Context: an optimization exercise on an open-source flow, tuned for small area, a short achievable clock period and few clock cycles per item. The choices shown serve that exercise and are no tape-out recipe. Only simulation tests tie the RTL to the original design; equivalence was not proved. Power and IR drop assume default switching activity.

// hqc_encrypt
module hqc_encrypt (
    input  wire logic        clk,
    input  wire logic        rst,
    input  wire logic        wb_cyc,
    input  wire logic        wb_stb,
    input  wire logic        wb_we,
    input  wire logic [5:0]  wb_adr,
    input  wire logic [31:0] wb_dat_i,
    output logic [31:0]      wb_dat_o,
    output logic             wb_ack
);
    localparam int N = 97;
    logic [N-1:0] h_reg;
    logic [N-1:0] s_reg;
    logic [N-1:0] acc_p;
    logic [N-1:0] acc_q;
    logic [6:0]   r1_loc [6];
    logic [6:0]   r2_loc [6];
    logic [6:0]   e_loc [6];
    logic [7:0]   msg_reg;
    localparam int KA = 3;
    logic [3:0]   n;
    logic         started;
    logic         ph;
    logic [N-1:0] r_reg;
    logic [6-KA:0] amt_b;
    logic [6:0]   amt_a;
    logic [7:0]   loc_hi;
    logic [15:0]  loc_lo;
    logic access, wr, busy, go;
    logic [7:0]  dat_g;
    assign access = wb_cyc && wb_stb && !wb_ack;
    assign busy = (n != 4'd0);
    assign wr = access && wb_we && !busy;
    assign go = wr && (wb_adr == 6'd0) && wb_dat_i[0] && !rst;
    assign dat_g = wb_dat_i[7:0] & {8{!rst}};
    always_ff @(posedge clk) begin
        if (rst) wb_ack <= 1'b0;
        else wb_ack <= access;
  ...
For scale: roughly 76 I/O pins, about 36000 sq um of cells after synthesis.
export LEC_CHECK = 0
export CAP_MARGIN = 30
export CORE_MARGIN = 2
export CORE_UTILIZATION = 40
export CTS_CLUSTER_DIAMETER = 70
export CTS_CLUSTER_SIZE = 20
export SETUP_SLACK_MARGIN = 4.35
export SLEW_MARGIN = 40
create_clock -name core_clock -period 7.0 [get_ports {clk}]
standard.sh (not shown) runs the stock make flow with config.mk's settings and CLKGATE_MAP_FILE= SYNTH_SCRIPT=/design/flow/synth_recipe.tcl, a recipe that flattens the netlist after the stock synthesis.
==> flow/flow/run.sh <==
#!/bin/bash
# The standard layout (standard.sh: ORFS synthesis to finish), with one
# change: the port buffers that global placement inserts are buf_4 cells
# instead of the default delay buffer, which is slow on input and output paths.
set -uo pipefail
export BUFFER_PORTS_ARGS="-buffer_cell sky130_fd_sc_hd__buf_4"
bash standard.sh finish > flow_make.log 2>&1
The baseline completed without violations.
Testbench counts at the start, summed over its fixed seeds: cycles 6,720, jobs 96.
==> next run, changes <==
Settings changed: CTS_BUF_LIST set to sky130_fd_sc_hd__clkbuf_8, CTS_CLUSTER_DIAMETER 70 to not set, CTS_CLUSTER_SIZE 20 to not set, SETUP_SLACK_MARGIN 4.35 to 4.2.
What happened: The changed run completed with no timing, DRC or antenna violations. Via count goes down slightly. Critical path depth goes down by 2. Setup slack gets worse by 0.14 ns. Non-clock buffer count goes down by 80. Routed wire length goes down by a few percent.

* * *

Another version of the RTL of hqc_encrypt (not shown whole).
Size in the first run: about 3300 cells after synthesis, roughly 710 flip-flops, about 76 I/O pins.
## hqc_encrypt
module hqc_encrypt (
    input  wire logic        clk,
    input  wire logic        rst,
    input  wire logic        wb_cyc,
    input  wire logic        wb_stb,
    input  wire logic        wb_we,
    input  wire logic [5:0]  wb_adr,
    input  wire logic [31:0] wb_dat_i,
    output logic [31:0]      wb_dat_o,
    output logic             wb_ack
);
export LEC_CHECK = 0
export CAP_MARGIN = 30
export CORE_MARGIN = 2
export CORE_UTILIZATION = 40
export CTS_BUF_LIST = sky130_fd_sc_hd__clkbuf_8
export SETUP_SLACK_MARGIN = 4.2
export SLEW_MARGIN = 40
create_clock -name core_clock -period 7.0 [get_ports {clk}]
Scripts as last shown in full above: flow/flow/run.sh
Testbench counts at the start, summed over its fixed seeds: cycles 6,720, jobs 96.
Change:
Settings changed: CTS_BUF_LIST sky130_fd_sc_hd__clkbuf_8 to default, CTS_CLUSTER_DIAMETER from default to 70, CTS_CLUSTER_SIZE from default to 20.
Clock-buffer cell count decreases by 85.
Setup slack is worse by 51 ps.
Clock skew is higher by 6.1 ps.
Final cell count decreases by 2.0%.
Global-route usage rises by 0.48 points.
Wire length grows by 2.5%.
Total power decreases by 11%.
Sequential share of layout area rose by 0.35 points.
Final area fell by 0.88%.
Die area does not change.

* * *

Setup of old:
Another version of the RTL of hqc_encrypt (not shown whole).
Size in the first run: roughly 720 flip-flops.
clock: 7.0 ns
lec_check: 0
cap_margin: 30
core_margin: 2
core_utilization: 40
setup_slack_margin: 4.2
slew_margin: 40
Scripts as last shown in full above: flow/flow/run.sh
old finished all stages; the layout is clean.
Testbench counts of old, summed over its fixed seeds: cycles 6,912, jobs 96.
Inputs modified between old and new:
- CORE_UTILIZATION: 40 -> 55
- PLACE_DENSITY: unset -> 0.8
[summary]
Of new and old, the run reporting the lower delay contributed by the slowest stage of the critical path was old. Relative to old, new improves wire length of the first global-routing pass. new vs old: final worst setup slack down. new vs. old: total via count after detailed routing rose by about 4%, clock network fraction of design power rose by 0.2 points, leakage power stayed essentially flat. Max freq old -> new: degraded. Compared with old, new is the more power-hungry design. Sort new and old by post-layout instance area, ascending, and new comes first.

* * *

hqc_encrypt, a different RTL version from the one above (not shown whole).
For scale: ~700 flip-flops, ~36000 µm² of cells after synthesis.
Settings: LEC_CHECK=0, CAP_MARGIN=30, CORE_MARGIN=2, CORE_UTILIZATION=40, CTS_CLUSTER_DIAMETER=70, CTS_CLUSTER_SIZE=20, SETUP_SLACK_MARGIN=4.45, SLEW_MARGIN=40; clock period 7.0 ns.
Scripts as last shown in full above: flow/flow/run.sh
Testbench counts at the start, summed over its fixed seeds: cycles 6,720, jobs 96.
Next try:
Settings changed: SETUP_SLACK_MARGIN 4.45 to 4.2.
Effect:
- The new run passed the timing, design-rule and antenna checks
- wire length goes down by about 0.8%
- synthesized cell count does not change
- via count shrinks by about 2.2%
Next try:
Settings changed: CAP_MARGIN 30 to 20, SLEW_MARGIN 40 to 30.
What happened: The new run produced a clean layout. Area after synthesis does not change. Final cell count barely changes. Critical path depth is unchanged. Total power fell by 0.88%. Via count rose by 0.66%.
Next try:
Settings changed: CAP_MARGIN 20 to 30, SETUP_SLACK_MARGIN 4.2 to 4.35, SLEW_MARGIN 30 to 40.
After rerunning: Via count rises by 0.56%. Clock skew rises by 13 ps. Flip-flop and latch count does not change. Power rises by 1.1%. Routed wire length falls by 1.1%. Final area rises by 4.2%. First-iteration DRC count falls by 2.7%. Register-to-register slack gets better by 230 ps. Worst setup slack gets better by 110 ps. Cell count rises by 1.8%.

re-timing with driven ports:
No port has a modelled driver above. Below, the same layouts with a new extraction and two added sets of constraints.
Step 1: set_driving_cell puts a clkbuf_16 on clk and a buf_2 on each other input, an assumption about the parent block.
Step 2, shift: input delay + t, output delay - t, t = (earliest + latest rising clock arrival at the registers) / 2. This alone moves slack from input paths to output paths.
Slacks: ideal / step 1 / step 2; pairs: ideal / step 1.
run | t, ns | setup WS [ns] | hold WS [ns] | worst setup path after step 2 | clock arrival spread, ns
the first run of note 1 | 0.716 | 4.211 / 4.059 / 3.343 | 0.352 / 0.352 / 0.352 | input to register | 0.032 / 0.031
the second run of note 1 | 0.819 | 4.067 / 4.047 / 3.228 | 0.329 / 0.329 / 0.329 | input to register | 0.073 / 0.072
the first run of note 2 | 0.863 | 4.120 / 4.134 / 3.271 | 0.321 / 0.321 / 0.321 | input to register | 0.053 / 0.054
the second run of note 2 | 0.691 | 4.068 / 3.991 / 3.300 | 0.331 / 0.331 / 0.331 | input to register | 0.059 / 0.059
old | 0.746 | 4.107 / 4.067 / 3.322 | 0.325 / 0.325 / 0.325 | input to register | 0.041 / 0.041
new | 0.730 | 4.094 / 3.969 / 3.239 | 0.396 / 0.396 / 0.396 | input to register | 0.028 / 0.028
the first run of note 4 | 0.712 | 4.258 / 4.128 / 3.417 | 0.340 / 0.340 / 0.340 | input to register | 0.057 / 0.057
the second run of note 4 | 0.710 | 4.111 / 4.118 / 3.408 | 0.329 / 0.329 / 0.329 | input to register | 0.040 / 0.040
the third run of note 4 | 0.702 | 4.109 / 4.098 / 3.396 | 0.328 / 0.328 / 0.328 | input to register | 0.033 / 0.033
the fourth run of note 4 | 0.708 | 4.224 / 4.050 / 3.342 | 0.328 / 0.328 / 0.328 | input to register | 0.046 / 0.046
After both steps every run listed still meets setup and hold. For the fourth run of note 4, which loses most, drivers alone change the setup slack by -0.174 ns; drivers and shift together by -0.882 ns.
